Source: an optimization exercise on an open RTL-to-GDS flow (aim: small area, a short achievable clock period and few clock cycles per item). Production flows keep margins and buffers that such runs may drop.
Function was checked by simulation only, so behaviour that the tests miss may differ from the original.
Power and IR drop assume default switching activity.

// matrix_inverse_gj
module matrix_inverse_gj #(
    parameter int N    = 5,
    parameter int W    = 16,
    parameter int FRAC = 8
) (
    input  logic         clk,
    input  logic         reset,
    input  logic         in_valid,
    output logic         in_ready,
    input  logic [W-1:0] in_data,
    output logic         out_valid,
    input  logic         out_ready,
    output logic [W-1:0] out_data,
    output logic         out_last,
    output logic         busy,
    output logic         singular
);
Size: ~4700 cells after synthesis, about 710 flip-flops, ~41 I/O pins, roughly 38000 sq um of cells after synthesis.
export LEC_CHECK = 0
export ABC_AREA = 1
export CAP_MARGIN = 20
export CORE_MARGIN = 2
export CORE_UTILIZATION = 40
export PLACE_DENSITY = 0.55
export SLEW_MARGIN = 20
create_clock -name core_clock -period 20.0 [get_ports {clk}]
standard.sh (not shown) runs the stock make flow with config.mk's settings and CLKGATE_MAP_FILE= SYNTH_SCRIPT=/design/flow/synth_recipe.tcl, a recipe that flattens the netlist after the stock synthesis.
==> flow/flow/run.sh <==
#!/bin/bash
set -euo pipefail
bash standard.sh 'BUFFER_PORTS_ARGS=-buffer_cell sky130_fd_sc_hd__buf_4' \
    SETUP_SLACK_MARGIN=14.8 finish > flow_make.log 2>&1
Testbench counts at the start, summed over its fixed seeds: cycles 10,166, matrices 64.
Change:
--- a/flow/design.v
+++ b/flow/design.v
@@ -46,16 +46,16 @@
     logic [2:0]  io, jo;               
     logic        v1, n1, k1, v2, n2, k2;
     logic [2:0]  row1, row2, l1, l2;
     logic signed [15:0] a1, b1, x1, x2;
     logic [23:0] cs_s, cs_c;
     logic        cs_ci;
     logic        vv;
-    logic [2:0]  vl;
-    logic [15:0] vreg;
+    logic [2:0]  vl;                   
+    logic [2:0]  vrow;                 
     logic [16:0] npmax;                
     logic        accept;
     assign accept = in_valid & r_in_ready;
     logic [15:0] rpos0, rpos1, ppos0, opos2;
     logic [4:0] rs_oh, ps_oh, or_oh;
     logic [2:0] orow;
     always_comb begin
@@ -535,15 +535,18 @@
     assign wdata = accept ? in_data : res3;
     always_comb
         for (int r = 0; r < 5; r++)
             wen[r] = (accept && lr == 3'(r)) || (v2 && row2 == 3'(r));
     logic [15:0] cval, cabs;
     logic [2:0]  clog;
     logic        cwin;
-    assign cval = vreg;
+    always_comb begin
+        cval = '0;
+        for (int r = 0; r < 5; r++) cval = cval | (q2[r] & {16{vrow == 3'(r)}});
+    end
     assign clog = vl;
     assign cabs = cval[15] ? (16'd0 - cval) : cval;
     assign cwin = (ldc | vv) && (($signed({cval[15], cval}) > $signed({1'b0, pmax})) ||
                                  ($signed({cval[15], cval}) < $signed(npmax)));
     logic [15:0] nrem, nrem2;
     logic        nbit, nbit2;
     always_comb begin
@@ -615,16 +618,16 @@
         cs_c  <= mb_cs1[31:8];
         cs_ci <= mb_lo[8];
         x2    <= x1;
         row2  <= row1;
         l2    <= l1;
         r_out_data <= (opos2 & {16{o_take}}) | (r_out_data & {16{~o_take}});
         r_out_last <= (o_take & (io == 3'd4) & (jo == 3'd4)) | (r_out_last & ~o_take);
-        if (accept && lc == 3'd0) begin vreg <= in_data; vl <= lr; end
-        else if (k2)              begin vreg <= res3;    vl <= l2; end
+        if (accept && lc == 3'd0) begin vrow <= lr;   vl <= lr; end
+        else if (k2)              begin vrow <= row2; vl <= l2; end
     end
     logic init;
     assign init = reset_r | fin_r | sflag;
     always_ff @(posedge clk) begin
         logic rdy_n;
         reset_r <= reset;
         ph      <= (ph == 3'd4) ? 3'd0 : ph + 3'd1;
What happened:
- first-iteration DRC count rose by a little under a tenth
- die area shrinks by a few percent
- routed wire length is higher by a few percent
- final area decreases slightly
- maximum frequency falls slightly
- critical path depth stays the same
Testbench counts after the change, summed over its fixed seeds: cycles 10,166, matrices 64.

--- another note on this design; it stands on its own ---

Design matrix_inverse_gj, start of the top module:
module matrix_inverse_gj #(
    parameter int N    = 5,
    parameter int W    = 16,
    parameter int FRAC = 8
) (
    input  logic         clk,
    input  logic         reset,
    input  logic         in_valid,
    output logic         in_ready,
    input  logic [W-1:0] in_data,
    output logic         out_valid,
    input  logic         out_ready,
    output logic [W-1:0] out_data,
    output logic         out_last,
    output logic         busy,
    output logic         singular
);
Settings: LEC_CHECK=0, ABC_AREA=1, CAP_MARGIN=20, CORE_MARGIN=2, CORE_UTILIZATION=40, CTS_CLUSTER_DIAMETER=80, CTS_CLUSTER_SIZE=20, PLACE_DENSITY=0.55, SLEW_MARGIN=20; clock period 20.0 ns.
standard.sh (not shown) runs the stock make flow with config.mk's settings and CLKGATE_MAP_FILE= SYNTH_SCRIPT=/design/flow/synth_recipe.tcl, a recipe that flattens the netlist after the stock synthesis.
==> flow/flow/run.sh <==
#!/bin/bash
set -euo pipefail
bash standard.sh 'BUFFER_PORTS_ARGS=-buffer_cell sky130_fd_sc_hd__buf_4' \
    SETUP_SLACK_MARGIN=14.9 finish > flow_make.log 2>&1
The starting point passed the timing, DRC and antenna checks.
Testbench counts at the start, summed over its fixed seeds: cycles 10,166, matrices 64.
==> next run, changes <==
Settings changed: CTS_CLUSTER_DIAMETER 80 to 100, CTS_CLUSTER_SIZE 20 to 25.
Non-clock buffer count goes up by 4. Total power goes down by 2.2%. Design area goes down by 0.90%. Die area is unchanged. Cell count stays flat. Setup slack is better by 0.016 ns.

========
Another version of the RTL of matrix_inverse_gj (not shown whole).
Size in the first run: ~4,300 cells after synthesis, roughly 730 flip-flops.
// matrix_inverse_gj
module matrix_inverse_gj #(
    parameter int N    = 5,
    parameter int W    = 16,
    parameter int FRAC = 8
) (
    input  logic         clk,
    input  logic         reset,
    input  logic         in_valid,
    output logic         in_ready,
    input  logic [W-1:0] in_data,
    output logic         out_valid,
    input  logic         out_ready,
    output logic [W-1:0] out_data,
    output logic         out_last,
    output logic         busy,
    output logic         singular
);
    logic [15:0] q0 [5], q1 [5], q2 [5], q3 [5], q4 [5];   
    logic        reset_r;
    logic [2:0]  ph;                   
    logic        st_load;              
    logic        r_in_ready, r_out_valid, r_out_last, r_singular;
    logic [15:0] r_out_data;
    logic        sflag, fin_r;
    logic [2:0]  lr, lc;               
    logic [15:0] din;                  
    logic        ldv;                  
    logic [2:0]  ldrow;
    logic        ldc;                  
  ...
Settings: LEC_CHECK=0, CAP_MARGIN=20, CORE_MARGIN=2, CORE_UTILIZATION=40, PLACE_DENSITY=0.55, SLEW_MARGIN=20; clock period 20.0 ns.
==> flow/flow/run.sh <==
#!/bin/bash
set -euo pipefail
bash standard.sh 'BUFFER_PORTS_ARGS=-buffer_cell sky130_fd_sc_hd__buf_4' ${EXTRA_KNOBS:-} finish > flow_make.log 2>&1
The baseline produced a clean layout.
Testbench counts at the start, summed over its fixed seeds: cycles 10,565, matrices 64.
Then changed:
==> flow/flow/run.sh (replaced) <==
#!/bin/bash
set -euo pipefail
bash standard.sh 'BUFFER_PORTS_ARGS=-buffer_cell sky130_fd_sc_hd__buf_4' \
    SETUP_SLACK_MARGIN=14.8 finish > flow_make.log 2>&1
Outcome: Wire length barely changes; via count is about the same; final area grows by 0.35%; setup slack improved by 0.35 ns; register-to-register slack improved by 0.66 ns; utilization grows by 0.16 points; total power shrinks by 0.55%; global-route usage stays flat.

re-timing with driven ports:
The flow's constraints put no driver on any port. The routed layouts listed below were extracted and timed again, unchanged, in two steps.
Step 1 sets driving cells, clkbuf_16 on the clock port and buf_2 on the other inputs (assumed; they add their load-dependent delay and slew).
Step 2, shift: input delay + t, output delay - t, t = (earliest + latest rising clock arrival at the registers) / 2. This alone moves slack from input paths to output paths.
a / b / c = no drivers / after step 1 / after step 2; a / b = the first two.
run | shift t [ns] | setup WS [ns] | worst setup path after step 2 | slew at the worst register clock pin (ns) | worst slew at a driven data input, ns
the first run of note 1 | 0.685 | 14.804 / 14.737 / 14.243 | input to register | 0.07 / 0.07 | 0.04
the second run of note 1 | 0.695 | 14.699 / 14.637 / 14.230 | input to register | 0.07 / 0.07 | 0.05
the first run of note 2 | 0.673 | 14.920 / 14.859 / 14.460 | input to register | 0.09 / 0.09 | 0.07
the second run of note 2 | 0.660 | 14.936 / 14.872 / 14.390 | input to register | 0.10 / 0.10 | 0.07
the first run of note 3 | 0.697 | 14.406 / 14.406 / 14.406 | register to register | 0.07 / 0.07 | 0.05
the second run of note 3 | 0.700 | 14.752 / 14.685 / 14.667 | input to register | 0.07 / 0.07 | 0.04
After both steps setup and hold are still met in every run listed. For the first run of note 1, which loses most, drivers alone change the setup slack by -0.067 ns; drivers and shift together by -0.561 ns.
